This is an optimization exercise on Yosys and OpenROAD, whose aim is small area and a short achievable clock period, not a production implementation.
No functional check of the RTL was part of this run.
Power figures rest on the tool's default switching activity, not on a simulated workload.

## design.v

```verilog
package wts_timing_pkg;
	localparam int NUM_CH    = 5;   
	localparam int NUM_SLOTS = 6;   
	localparam int CPU_SLOT  = 5;   
	localparam int SLOT_W    = 3;   
endpackage
package wts_wave_pkg;
	localparam int SAMPLE_W = 8;               
	localparam int PHASE_W  = 5;               
	localparam int ID_W     = 3;               
	localparam int RAM_AW   = ID_W + PHASE_W;  
	localparam int VOL_W    = 4;    
	localparam int FREQ_W   = 12;   
	localparam int OUT_W    = 12;
	localparam int OUT_MID  = 2048;  
	function automatic logic [15:0] add16(input logic [15:0] a, input logic [15:0] b, input logic cin);
		logic [15:0] p, g, gg, pp, gn, pn;
		p = a ^ b;
		g = a & b;
		g[0] = g[0] | (p[0] & cin);
		gg = g;
		pp = p;
		for (int d = 1; d < 16; d = d * 2) begin
			gn = gg;
			pn = pp;
			for (int i = d; i < 16; i++) begin
				gn[i] = gg[i] | (pp[i] & gg[i-d]);
				pn[i] = pp[i] & pp[i-d];
			end
			gg = gn;
			pp = pn;
		end
		add16 = p ^ {gg[14:0], cin};
	endfunction
endpackage
`timescale 1ns/1ps
module wts_slot_arbiter (
	input  logic                               clk,
	input  logic                               nreset,
	input  logic [wts_wave_pkg::PHASE_W-1:0]   phase_next,
	input  logic [wts_wave_pkg::PHASE_W-1:0]   phase_next2,
	input  logic                               write_pending,
	output logic [wts_timing_pkg::SLOT_W-1:0]  slot,
	output logic                               cpu_grant,
	output logic                               next_is_cpu,    
	output logic [wts_wave_pkg::RAM_AW-1:0]    play_addr_next,  
	output logic [wts_wave_pkg::RAM_AW-1:0]    play_addr_next2,  
	output logic                               ram_we,
	output logic                               play_valid,
	output logic [wts_timing_pkg::SLOT_W-1:0]  play_channel
);
	logic [wts_timing_pkg::SLOT_W-1:0] slot_inc;
	logic [wts_timing_pkg::SLOT_W-1:0] slot_inc2;
	assign slot_inc = (slot == wts_timing_pkg::SLOT_W'(wts_timing_pkg::NUM_SLOTS - 1)) ? '0 : slot + 1'b1;
	always_ff @(posedge clk) begin
		slot <= nreset ? slot_inc : '0;
	end
	assign cpu_grant = (slot == wts_timing_pkg::SLOT_W'(wts_timing_pkg::CPU_SLOT));
	assign next_is_cpu    = (slot_inc == wts_timing_pkg::SLOT_W'(wts_timing_pkg::CPU_SLOT));
	assign play_addr_next = {slot_inc[wts_wave_pkg::ID_W-1:0],
		(slot_inc < wts_timing_pkg::SLOT_W'(wts_timing_pkg::NUM_CH)) ? phase_next : wts_wave_pkg::PHASE_W'(0)};
	assign slot_inc2 = (slot_inc == wts_timing_pkg::SLOT_W'(wts_timing_pkg::NUM_SLOTS - 1)) ? '0 : slot_inc + 1'b1;
	assign play_addr_next2 = {slot_inc2[wts_wave_pkg::ID_W-1:0],
		(slot_inc2 < wts_timing_pkg::SLOT_W'(wts_timing_pkg::NUM_CH)) ? phase_next2 : wts_wave_pkg::PHASE_W'(0)};
	assign ram_we = cpu_grant & write_pending;
	always_ff @(posedge clk) begin
		if (!nreset) begin
			play_valid   <= 1'b0;
			play_channel <= '0;
		end else begin
			play_valid   <= ~cpu_grant;
			play_channel <= slot;
		end
	end
endmodule
`timescale 1ns/1ps
module wts_cpu_port (
	input  logic                                clk,
	input  logic                                nreset,
	input  logic [wts_wave_pkg::ID_W-1:0]       sram_id,
	input  logic [wts_wave_pkg::PHASE_W-1:0]    sram_a,
	input  logic [wts_wave_pkg::SAMPLE_W-1:0]   sram_d,
	input  logic                                sram_oe,
	input  logic                                sram_we,
	input  logic                                cpu_grant,
	input  logic [wts_wave_pkg::SAMPLE_W-1:0]   ram_q,
	output logic [wts_wave_pkg::RAM_AW-1:0]     cpu_addr,
	output logic                                strobe,
	output logic [wts_wave_pkg::SAMPLE_W-1:0]   cpu_data,
	output logic                                write_pending,
	output logic [wts_wave_pkg::SAMPLE_W-1:0]   sram_q,
	output logic                                sram_q_en
);
	logic                              read_pending;
	logic [wts_wave_pkg::ID_W-1:0]     req_id;
	logic [wts_wave_pkg::PHASE_W-1:0]  req_a;
	assign strobe = sram_oe | sram_we;
	always_ff @(posedge clk) begin
		if (strobe) begin
			req_id   <= sram_id;
			req_a    <= sram_a;
			cpu_data <= sram_d;
		end
	end
	always_ff @(posedge clk) begin
		if (!nreset) begin
			read_pending  <= 1'b0;
			write_pending <= 1'b0;
		end else if (strobe) begin
			read_pending  <= sram_oe;
			write_pending <= sram_we;
		end else if (cpu_grant) begin
			read_pending  <= 1'b0;
			write_pending <= 1'b0;
		end
	end
	always_ff @(posedge clk) begin
		if (!nreset) begin
			sram_q_en <= 1'b0;
		end else begin
			sram_q_en <= cpu_grant & read_pending;
		end
	end
	assign cpu_addr      = {req_id, req_a};
	assign sram_q   = ram_q;   
endmodule
`timescale 1ns/1ps
module wts_tone_generator (
	input  logic                              clk,
	input  logic                              nreset,
	input  logic [wts_timing_pkg::SLOT_W-1:0] slot,
	input  logic [wts_timing_pkg::NUM_CH-1:0] key_on,
	input  logic [wts_timing_pkg::NUM_CH*wts_wave_pkg::FREQ_W-1:0] reg_frequency_count,   
	output logic [wts_wave_pkg::PHASE_W-1:0]  phase_next,   
	output logic [wts_wave_pkg::PHASE_W-1:0]  phase_next2   
);
	localparam int NS = wts_timing_pkg::NUM_SLOTS;
	logic [wts_wave_pkg::PHASE_W-1:0] phase [NS];
	logic [wts_wave_pkg::FREQ_W-1:0]  count [NS];
	logic                             update_en;
	logic                             key;
	logic [wts_wave_pkg::FREQ_W-1:0]  freq;
	logic [wts_wave_pkg::PHASE_W-1:0] phase_upd;
	logic [wts_wave_pkg::FREQ_W-1:0]  count_upd;
	assign update_en = (slot < wts_timing_pkg::SLOT_W'(wts_timing_pkg::NUM_CH));
	assign key       = update_en && key_on[slot];
	assign freq      = reg_frequency_count[slot*wts_wave_pkg::FREQ_W +: wts_wave_pkg::FREQ_W];
	always_comb begin
		phase_upd = phase[0];
		count_upd = count[0];
		if (key) begin
			phase_upd = '0;   
			count_upd = freq;
		end else if (update_en) begin
			if (count[0] == '0) begin
				count_upd = freq;
				phase_upd = phase[0] + 1'b1;   
			end else begin
				count_upd = wts_wave_pkg::FREQ_W'(wts_wave_pkg::add16(16'(count[0]), 16'hffff, 1'b0));
			end
		end
	end
	always_ff @(posedge clk) begin
		for (int i = 0; i < NS - 1; i++) begin
			phase[i] <= nreset ? phase[i+1] : '0;
			count[i] <= nreset ? count[i+1] : '0;
		end
		phase[NS-1] <= phase_upd;
		count[NS-1] <= count_upd;
	end
	assign phase_next  = phase[1];
	assign phase_next2 = phase[2];
endmodule
`timescale 1ns/1ps
module wts_wave_ram (
	input  logic                              clk,
	input  logic                              nreset,          
	input  logic                              next_is_cpu,     
	input  logic [wts_wave_pkg::RAM_AW-1:0]   play_addr_next,  
	input  logic [wts_wave_pkg::RAM_AW-1:0]   play_addr_next2,  
	input  logic                              strobe,          
	input  logic [wts_wave_pkg::RAM_AW-1:0]   in_addr,
	input  logic                              ram_we,          
	input  logic [wts_wave_pkg::RAM_AW-1:0]   wr_addr,         
	input  logic [wts_wave_pkg::SAMPLE_W-1:0] ram_wdata,
	output logic [wts_wave_pkg::SAMPLE_W-1:0] ram_q
);
	localparam int AW        = wts_wave_pkg::RAM_AW;
	localparam int DW        = wts_wave_pkg::SAMPLE_W;
	localparam int DEPTH     = 2**AW;
	localparam int HW        = AW / 2;
	localparam int HN        = 2**HW;
	localparam int PORT_STEP = 6;   
	localparam int NPORT     = (DEPTH + PORT_STEP - 1) / PORT_STEP;
	logic [DEPTH*DW-1:0] ring;        
	logic [AW-1:0]       rot;         
	logic [AW-1:0]       rot1;        
	logic [HN-1:0]       rd_sel_lo;   
	logic [HN-1:0]       rd_sel_hi;
	logic                rd_fwd;      
	logic [HN-1:0]       wb_lo;       
	logic [HN-1:0]       wb_hi;
	logic [HN-1:0]       wb_lo_next;
	logic [HN-1:0]       wb_hi_next;
	logic [AW-1:0]       play_pos;    
	logic [AW-1:0]       wb_addr;
	logic [DW-1:0]       wb_data;
	logic                wb_valid;
	logic [NPORT-1:0]    port_en;
	logic                wb_commit;   
	logic                wb_valid_next;
	logic [AW-1:0]       rd_pos_next;
	logic                rd_fwd_next;
	logic                wb_keep;
	function automatic logic at_port(input logic [HN-1:0] hi, input logic [HN-1:0] lo);
		at_port = 1'b0;
		for (int j = 0; j < NPORT; j++) begin
			at_port = at_port | (hi[(j * PORT_STEP + 2) / HN] & lo[(j * PORT_STEP + 2) % HN]);
		end
	endfunction
	always_comb begin
		for (int j = 0; j < NPORT; j++) begin
			port_en[j] = wb_commit && wb_hi[(j * PORT_STEP + 2) / HN] && wb_lo[(j * PORT_STEP + 2) % HN];
		end
	end
	always_ff @(posedge clk) begin
		for (int i = 0; i < DEPTH; i++) begin
			if ((i % PORT_STEP) == 0 && port_en[i / PORT_STEP]) begin
				ring[i*DW +: DW] <= wb_data;
			end else begin
				ring[i*DW +: DW] <= ring[((i + 1) % DEPTH)*DW +: DW];
			end
		end
	end
	function automatic logic [AW-1:0] pos_of(input logic [AW-1:0] addr, input logic [AW-1:0] r);
		pos_of = AW'(wts_wave_pkg::add16(16'(addr), 16'(~r), 1'b0));
	endfunction
	assign wb_keep       = wb_valid && !wb_commit;
	assign wb_lo_next    = ram_we ? rd_sel_lo : {wb_lo[0], wb_lo[HN-1:1]};
	assign wb_hi_next    = ram_we ? rd_sel_hi : wb_lo[0] ? {wb_hi[0], wb_hi[HN-1:1]} : wb_hi;
	assign wb_valid_next = ram_we || wb_keep;
	function automatic logic fwd_of(input logic [AW-1:0] addr, input logic we, input logic [AW-1:0] waddr,
		input logic keep, input logic [AW-1:0] baddr);
		fwd_of = we ? (waddr == addr) : (keep && baddr == addr);
	endfunction
	always_comb begin
		logic [AW-1:0] p_cpu;
		logic          f_cpu;
		p_cpu = strobe ? pos_of(in_addr, rot) : pos_of(wr_addr, rot);
		f_cpu = strobe ? fwd_of(in_addr, ram_we, wr_addr, wb_keep, wb_addr)
			: fwd_of(wr_addr, ram_we, wr_addr, wb_keep, wb_addr);
		if (!nreset) begin
			rd_pos_next = ~rot;
			rd_fwd_next = fwd_of('0, ram_we, wr_addr, wb_keep, wb_addr);
		end else if (next_is_cpu) begin
			rd_pos_next = p_cpu;
			rd_fwd_next = f_cpu;
		end else begin
			rd_pos_next = play_pos;
			rd_fwd_next = fwd_of(play_addr_next, ram_we, wr_addr, wb_keep, wb_addr);
		end
	end
	always_ff @(posedge clk) begin
		rot <= AW'(wts_wave_pkg::add16(16'(rot), 16'd1, 1'b0));
		if (ram_we) begin
			wb_addr  <= wr_addr;
			wb_data  <= ram_wdata;
		end
		wb_lo     <= wb_lo_next;
		wb_hi     <= wb_hi_next;
		wb_valid  <= wb_valid_next;
		wb_commit <= wb_valid_next && at_port(wb_hi_next, wb_lo_next);
		play_pos  <= nreset ? pos_of(play_addr_next2, rot1) : pos_of(AW'(1 << wts_wave_pkg::PHASE_W), rot1);
		rot1      <= AW'(wts_wave_pkg::add16(16'(rot), 16'd2, 1'b0));
		rd_fwd <= rd_fwd_next;
		for (int k = 0; k < HN; k++) begin
			rd_sel_lo[k] <= (rd_pos_next[HW-1:0] == HW'(k));
			rd_sel_hi[k] <= (rd_pos_next[AW-1:HW] == HW'(k));
		end
	end
	always_ff @(posedge clk) begin
		logic [DW-1:0] grp;
		logic [DW-1:0] rd_data;
		rd_data = '0;
		for (int j = 0; j < HN; j++) begin
			grp = '0;
			for (int k = 0; k < HN; k++) begin
				grp = grp | (ring[(j*HN + k)*DW +: DW] & {DW{rd_sel_lo[k]}});
			end
			rd_data = rd_data | (grp & {DW{rd_sel_hi[j]}});
		end
		ram_q <= rd_fwd ? wb_data : rd_data;
	end
endmodule
`timescale 1ns/1ps
module wts_channel_mixer (
	input  logic                              clk,
	input  logic                              nreset,
	input  logic                              play_valid,
	input  logic [wts_timing_pkg::SLOT_W-1:0] play_channel,
	input  logic [wts_wave_pkg::SAMPLE_W-1:0] ram_q,
	input  logic [wts_timing_pkg::NUM_CH*wts_wave_pkg::VOL_W-1:0] reg_volume,   
	input  logic [wts_timing_pkg::NUM_CH*2-1:0] reg_enable,   
	output logic [wts_wave_pkg::OUT_W-1:0]    left_out,
	output logic [wts_wave_pkg::OUT_W-1:0]    right_out
);
	localparam int SW = wts_wave_pkg::SAMPLE_W;
	localparam int VW = wts_wave_pkg::VOL_W;
	localparam int OW = wts_wave_pkg::OUT_W;
	localparam int RW = SW + 2;   
	logic [RW-1:0]   left_a;    
	logic [RW-1:0]   left_b;    
	logic [RW-1:0]   right_a;
	logic [RW-1:0]   right_b;
	logic [VW-1:0]   ch_vol;
	logic [1:0]      ch_en;
	logic [VW-1:0]   vol_l;
	logic [VW-1:0]   vol_r;
	logic [RW-1:0]   q1;
	logic [RW-1:0]   q2;
	logic [RW-1:0]   q3;
	logic [OW-1:0]   left_sum;
	logic [OW-1:0]   right_sum;
	logic [OW-1:0]   left_total;
	logic [OW-1:0]   right_total;
	function automatic logic [RW-1:0] row(input logic [1:0] digit, input logic [RW-1:0] m1,
		input logic [RW-1:0] m2, input logic [RW-1:0] m3);
		case (digit)
			2'd0: row = '0;
			2'd1: row = m1;
			2'd2: row = m2;
			default: row = m3;
		endcase
	endfunction
	function automatic logic [OW-1:0] mix_add(input logic [OW-1:0] sum, input logic [RW-1:0] a_row,
		input logic [RW-1:0] b_row);
		logic [15:0] a, b, c, s, cy, t;
		a  = 16'($signed(a_row));
		b  = 16'($signed(b_row)) << 2;
		c  = {sum, 4'b0};
		s  = a ^ b ^ c;
		cy = ((a & b) | (a & c) | (b & c)) << 1;
		t  = wts_wave_pkg::add16(s, cy, 1'b0);
		mix_add = t[15:4];
	endfunction
	assign ch_vol = reg_volume[play_channel*VW +: VW];
	assign ch_en  = (nreset && play_valid) ? reg_enable[play_channel*2 +: 2] : 2'b00;
	assign vol_l  = ch_en[1] ? ch_vol : '0;
	assign vol_r  = ch_en[0] ? ch_vol : '0;
	assign q1     = RW'($signed(ram_q));
	assign q2     = q1 << 1;
	assign q3     = RW'(wts_wave_pkg::add16(16'($signed(ram_q)), 16'($signed(ram_q)) << 1, 1'b0));
	always_ff @(posedge clk) begin
		left_a  <= row(vol_l[1:0], q1, q2, q3);
		left_b  <= row(vol_l[3:2], q1, q2, q3);
		right_a <= row(vol_r[1:0], q1, q2, q3);
		right_b <= row(vol_r[3:2], q1, q2, q3);
	end
	assign left_total  = mix_add(left_sum, left_a, left_b);
	assign right_total = mix_add(right_sum, right_a, right_b);
	always_ff @(posedge clk) begin
		if (!nreset) begin
			left_sum  <= '0;
			right_sum <= '0;
			left_out  <= OW'(wts_wave_pkg::OUT_MID);
			right_out <= OW'(wts_wave_pkg::OUT_MID);
		end else if (play_valid) begin
			left_sum  <= left_total;
			right_sum <= right_total;
		end else begin
			left_out  <= left_total ^ OW'(wts_wave_pkg::OUT_MID);
			right_out <= right_total ^ OW'(wts_wave_pkg::OUT_MID);
			left_sum  <= '0;
			right_sum <= '0;
		end
	end
endmodule
`timescale 1ns/1ps
module wts_sound_core (
	input  logic                                clk,
	input  logic                                nreset,
	input  logic [wts_timing_pkg::NUM_CH-1:0]   key_on,
	input  logic [wts_timing_pkg::NUM_CH*wts_wave_pkg::FREQ_W-1:0] reg_frequency_count,   
	input  logic [wts_timing_pkg::NUM_CH*wts_wave_pkg::VOL_W-1:0]  reg_volume,            
	input  logic [wts_timing_pkg::NUM_CH*2-1:0]                    reg_enable,            
	input  logic [wts_wave_pkg::ID_W-1:0]       sram_id,
	input  logic [wts_wave_pkg::PHASE_W-1:0]    sram_a,
	input  logic [wts_wave_pkg::SAMPLE_W-1:0]   sram_d,
	input  logic                                sram_oe,
	input  logic                                sram_we,
	output logic [wts_wave_pkg::SAMPLE_W-1:0]   sram_q,
	output logic                                sram_q_en,
	output logic [wts_wave_pkg::OUT_W-1:0]      left_out,
	output logic [wts_wave_pkg::OUT_W-1:0]      right_out
);
	logic [wts_timing_pkg::SLOT_W-1:0]  slot;
	logic                               next_is_cpu;
	logic [wts_wave_pkg::RAM_AW-1:0]    play_addr_next;
	logic [wts_wave_pkg::RAM_AW-1:0]    play_addr_next2;
	logic [wts_wave_pkg::PHASE_W-1:0]   phase_next2;
	logic                               strobe;
	logic                               cpu_grant;
	logic                               ram_we;
	logic [wts_wave_pkg::SAMPLE_W-1:0]  ram_q;
	logic                               play_valid;
	logic [wts_timing_pkg::SLOT_W-1:0]  play_channel;
	logic [wts_wave_pkg::PHASE_W-1:0]   phase_next;
	logic [wts_wave_pkg::RAM_AW-1:0]    cpu_addr;
	logic [wts_wave_pkg::SAMPLE_W-1:0]  cpu_data;
	logic                               write_pending;
	wts_slot_arbiter u_slot_arbiter (
		.clk           (clk),
		.nreset        (nreset),
		.phase_next    (phase_next),
		.phase_next2   (phase_next2),
		.write_pending (write_pending),
		.slot          (slot),
		.cpu_grant     (cpu_grant),
		.next_is_cpu   (next_is_cpu),
		.play_addr_next (play_addr_next),
		.play_addr_next2 (play_addr_next2),
		.ram_we        (ram_we),
		.play_valid    (play_valid),
		.play_channel  (play_channel)
	);
	wts_cpu_port u_cpu_port (
		.clk           (clk),
		.nreset        (nreset),
		.sram_id       (sram_id),
		.sram_a        (sram_a),
		.sram_d        (sram_d),
		.sram_oe       (sram_oe),
		.sram_we       (sram_we),
		.cpu_grant     (cpu_grant),
		.ram_q         (ram_q),
		.cpu_addr      (cpu_addr),
		.strobe        (strobe),
		.cpu_data      (cpu_data),
		.write_pending (write_pending),
		.sram_q        (sram_q),
		.sram_q_en     (sram_q_en)
	);
	wts_tone_generator u_tone_generator (
		.clk                 (clk),
		.nreset              (nreset),
		.slot                (slot),
		.key_on              (key_on),
		.reg_frequency_count (reg_frequency_count),
		.phase_next          (phase_next),
		.phase_next2         (phase_next2)
	);
	wts_wave_ram u_wave_ram (
		.clk       (clk),
		.ram_we    (ram_we),
		.nreset    (nreset),
		.next_is_cpu (next_is_cpu),
		.play_addr_next (play_addr_next),
		.play_addr_next2 (play_addr_next2),
		.strobe    (strobe),
		.in_addr   ({sram_id, sram_a}),
		.wr_addr   (cpu_addr),
		.ram_wdata (cpu_data),
		.ram_q     (ram_q)
	);
	wts_channel_mixer u_channel_mixer (
		.clk          (clk),
		.nreset       (nreset),
		.play_valid   (play_valid),
		.play_channel (play_channel),
		.ram_q        (ram_q),
		.reg_volume   (reg_volume),
		.reg_enable   (reg_enable),
		.left_out     (left_out),
		.right_out    (right_out)
	);
endmodule
```

## constraint.sdc

```tcl
create_clock -name core_clock -period 6.5 [get_ports {clk}]
set_input_delay 1.3000 -clock core_clock [delete_from_list [all_inputs] [get_ports {clk}]]
set_output_delay 1.3000 -clock core_clock [all_outputs]
set_load 0.01 [all_outputs]
```

## config.mk

```make
export PLATFORM = sky130hd
export DESIGN_NAME = wts_sound_core
export DESIGN_NICKNAME = wts_sound_core
export VERILOG_FILES = /design/flow/design.v
export SDC_FILE = /design/flow/constraint.sdc
export NUM_CORES = 4
export LEC_CHECK = 0
export CAP_MARGIN = 20
export CORE_MARGIN = 2
export CORE_UTILIZATION = 40
export CTS_BUF_LIST = sky130_fd_sc_hd__clkbuf_8
export CTS_CLUSTER_DIAMETER = 60
export CTS_CLUSTER_SIZE = 15
export SETUP_SLACK_MARGIN = 3.6
export SLEW_MARGIN = 20
```

## run.sh

```bash
#!/bin/bash
# synth_recipe.tcl (not shown) runs the flow's synth.tcl, then flattens the netlist and writes it again
# the make line also repeats each setting of config.mk as NAME=value (left out here)
make -C /OpenROAD-flow-scripts/flow DESIGN_CONFIG=/design/flow/config.mk WORK_HOME=/design/flow/orfs CLKGATE_MAP_FILE= SYNTH_SCRIPT=/design/flow/synth_recipe.tcl finish
```

==> impl_metrics.csv <==
group,metric,value,unit
global_routing,overflow,0,
timing,worst_pin_slew,1.181,ns
global_routing,track_usage,0.2375,
clocking,numCtsBuffers,184,
route,dr.pass1.iters,6,
route,vias,48020,
clocking,cts_buffer_depth,3,
critical_path,endpoint_kind,"flop",
yosys,synth.avg_cell_area,12.63,um2
timing,fin_skew,0.06133,ns
critical_path,crit_type,"flop to flop",
finish,nNetsFinal,6113,
critical_path,startpoint_type,"flop",
finish,layout_commonest_cell,"dfxtp_1",
placement,place_ws,1.875,ns
critical_path,slowest_stage,"o41a_1",
timing,period_share,0.4782,
die,die-area,182500,um2
critical_path,worstPathMaxFanout,22,
power_and_ir_drop,ir_drop,0.1949,mV
yosys,syn_area,71660,um2
clocking,clock_latency,1.02,ns
clocking,tritoncts,"built",
die,die_y,427.3,um
yosys,synth-seq-cells,2375,
critical_path,crit_top_cell,"nand4_1",
placement,post-dp-hpwl,130500,um
critical_path,slowest_delay,0.51,ns
timing,finalWorstSetupSlack,3.392,ns
clocking,cts_root_buffer,"clkbuf_8",
finish,final-seq-area,47990,um2
yosys,syn_inst,5675,
timing,setup_viol,0,
timing,timing.final.crit_period,3.108,ns
placement,port-buffer-count,147,
finish,layout-drive-gt1-share,0.1804,
die,num_rows,155,
global_routing,grt_pass1_wl,322200,um
yosys,ys_warn_count,7,
die,initial_core_util,0.4021,
timing,slew_violations,0,
global_routing,grt_max_degree,64,
critical_path,path_cells,"buf_4 -> buf_6 -> a22o_1 -> a221oi_1 -> nand4_1 -> a22oi_2 -> nand4_1 -> o41a_1",
power_and_ir_drop,finalPower,23.33,mW
timing,max_freq,321.7,MHz
power_and_ir_drop,p_leak,31.48,nW
clocking,path_clk_slew,0.10,ns
yosys,synth_async_sr_flop_share,0,
finish,utilization,0.4582,
die,fp.dieW,427.3,um
status,status,"timing/DRC/antenna clean",
finish,syn_to_final_growth,13.95,%
route,routed_wl,228100,um
power_and_ir_drop,p_per_area,285.7,nW/um2
worst_hold_path,hold_path.class,"flop to flop",
yosys,synth_top_flop_cell,"dfxtp_1",
global_routing,grt_pass1_vias,47400,
clocking,cts-htree-levels,4,
critical_path,cp_data_arrival_time,3.99,ns
yosys,ys_seq_area_frac,0.6680,
route,drc,0,
timing,maxSlewHeadroom,0.2114,
placement,gp_congestion,0.8754,
yosys,synth-edff-count,32,
yosys,synth_cell_types,69,
finish,fin_area,81660,um2
yosys,synthesis.nets,5877,
finish,multi_input_area,22770,um2
critical_path,required,7.38,ns
route,drtIter0Drc,4835,
placement,placed_area,75420,um2
route,vias_per_cell,5.776,
route,ant_nets,0,
timing,setup_tns,0,ns
finish,fillers,15930,
finish,mostFrequentLayoutCells,"dfxtp_1, a22oi_1, mux2_2",
job,drv_cap,0,
die,core_region_area,178200,um2
global_routing,antenna_found_initial,8,
route,wl_per_cell,27.44,um
clocking,cts_sinks,2375,
die,top_level_ports,148,
timing,grt_setup_unrepaired,"yes",
timing,hold_viol,0,
metrics by stage:
step	hold WS (ns)	std cells
after floorplan	0.3311	5675
after global placement	0.3322	7921
after detailed placement	0.3356	7921
after CTS	0.3066	8232
after global routing	0.3163	8313
final	0.2996	8314
state kept, by name (all words and copies together) (netlist names), 10 cells and up:
| register | flops |
|---|---|
| u_tone_generator.count | 72 |
| u_channel_mixer.left_b | 10 |
| u_wave_ram.rd_sel_hi | 16 |
| u_wave_ram.wb_lo | 16 |
| u_wave_ram.wb_hi | 16 |
| u_channel_mixer.left_sum | 12 |
| u_wave_ram.rd_sel_lo | 16 |
| u_channel_mixer.right_out | 12 |
| u_tone_generator.phase | 30 |
| u_wave_ram.ring | 2048 |
| u_channel_mixer.right_b | 10 |
| u_channel_mixer.left_out | 12 |
| u_channel_mixer.right_sum | 12 |
cells in the mapped netlist, types with 6 or more instances:
cell	n	area (um2)
dfxtp_1	2343	46900
a22oi_1	627	4707
mux2_2	354	3986
nand3_1	230	1151
a22o_1	208	1822
a221oi_1	170	1489
o21ai_0	166	830.8
nor2_1	153	574.3
clkbuf_1	144	540.5
nand4_1	134	838.3
nand2_1	118	442.9
and2_1	97	606.8
buf_1	94	352.8
buf_2	89	445.4
a21oi_1	87	435.4
ha_1	59	738.2
nor3_1	55	275.3
mux2i_1	54	540.5
xnor2_1	46	402.9
inv_1	45	168.9
xor2_1	38	332.8
a221oi_2	34	510.5
edfxtp_1	32	960.9
fa_1	28	560.5
nor2b_1	21	131.4
o21ai_1	20	100.1
buf_6	19	214.0
a31oi_1	16	100.1
nand2b_1	16	100.1
o21a_1	15	112.6
and3_1	14	87.58
nor4_1	13	81.33
o22ai_1	13	81.33
a211oi_1	12	90.09
or3_1	11	68.82
a21o_1	10	75.07
or4_1	9	67.56
buf_4	6	45.04
nor3b_1	6	45.04
o2111ai_1	6	52.55
o2bb2ai_1	6	52.55
report_power, final:
group          switching, mW  internal (mW)
registers              0.131           14.7
clock network           4.79           2.88
logic                  0.539          0.309
total                   5.46           17.9
path summary, 6_finish.rpt:
kind	cells after the start	to	slack (ns)	from
setup / recovery	8	u_wave_ram.ram_q[7]	3.39	u_wave_ram.rd_sel_lo[13]
hold / removal	0	u_wave_ram.ring[205]	0.30	u_wave_ram.ring[213]
setup reg to reg	8	u_wave_ram.ram_q[7]	3.39	u_wave_ram.rd_sel_lo[13]
hold reg to reg	0	u_wave_ram.ring[205]	0.30	u_wave_ram.ring[213]
area by class of cell:
cell class | instances | area share
Sequential cell | 2375 | 0.5877
Multi-Input combinational cell | 2901 | 0.2788
Timing Repair Buffer | 401 | 0.05700
Tap cell | 2355 | 0.03608
Clock buffer | 186 | 0.03135
Clock inverter | 44 | 0.006497
Inverter | 47 | 0.002406
Antenna cell | 4 | 0.0001226
Timing Repair inverter | 1 | 0.00006129
what timing repair did:
action,4_1_cts,5_1_grt
buffers inserted,73,61
resized for setup,363,149
cloned,8,17
hold buffers,0,0
setup endpoints to repair,100,54
endpoints found under the hold margin,0,0
pin swaps,21,62
layer usage:
layer,GRT usage,vias to the layer above,share of wire
met5,0,-,0.00011
met1,0.3237,24220,0.43
li1,-,21360,-
met4,0.08768,4,0.039
met2,0.3770,2005,0.45
met3,0.04122,424,0.075
cell families (layout without fill, tap and decap cells):
logic type      count (synthesis)  in the layout  share of synthesized area
xor+xnor                       84             84                    0.01027
buf+inv                       399            679                    0.02476
simple gates                  890            890                    0.06385
other cells                     0              4                          0
flops                        2375           2375                     0.6680
fa+ha+maj                      87             87                    0.01812
mux                           412            412                    0.06443
compound gates               1428           1428                     0.1506
worst max-delay path: cells and delay by family (launching register included):
family | cells | cell delay [ns]
AO/OA/AOI/OAI | 4 | 1.32
buffers and inverters | 2 | 0.34
flip-flops | 1 | 0.42
AND/OR/NAND/NOR | 2 | 0.86

[what the ideal ports hide]
The flow's constraints put no driver on any port. The routed layout listed below was extracted and timed again, unchanged, in two steps.
Step 1 assumes that a clkbuf_16 drives the clock port and a buf_2 every other input.
Step 2 adds t to the input delays and takes it off the output delays; t is the mean of the earliest and latest rising clock arrival at the registers after step 1. Input paths then give back, and output paths get back, about the clock's delay inside the block.
Slacks: ideal ports / drivers / drivers and shift; pairs: ideal ports / drivers.
shift t [ns]: 1.056
slack for setup (ns): 3.392 / 3.392 / 2.736
hold WS [ns]: 0.300 / 0.300 / 0.300
After both steps this run still meets setup and hold. For this run, drivers alone change the setup slack by 0.000 ns; drivers and shift together by -0.656 ns.
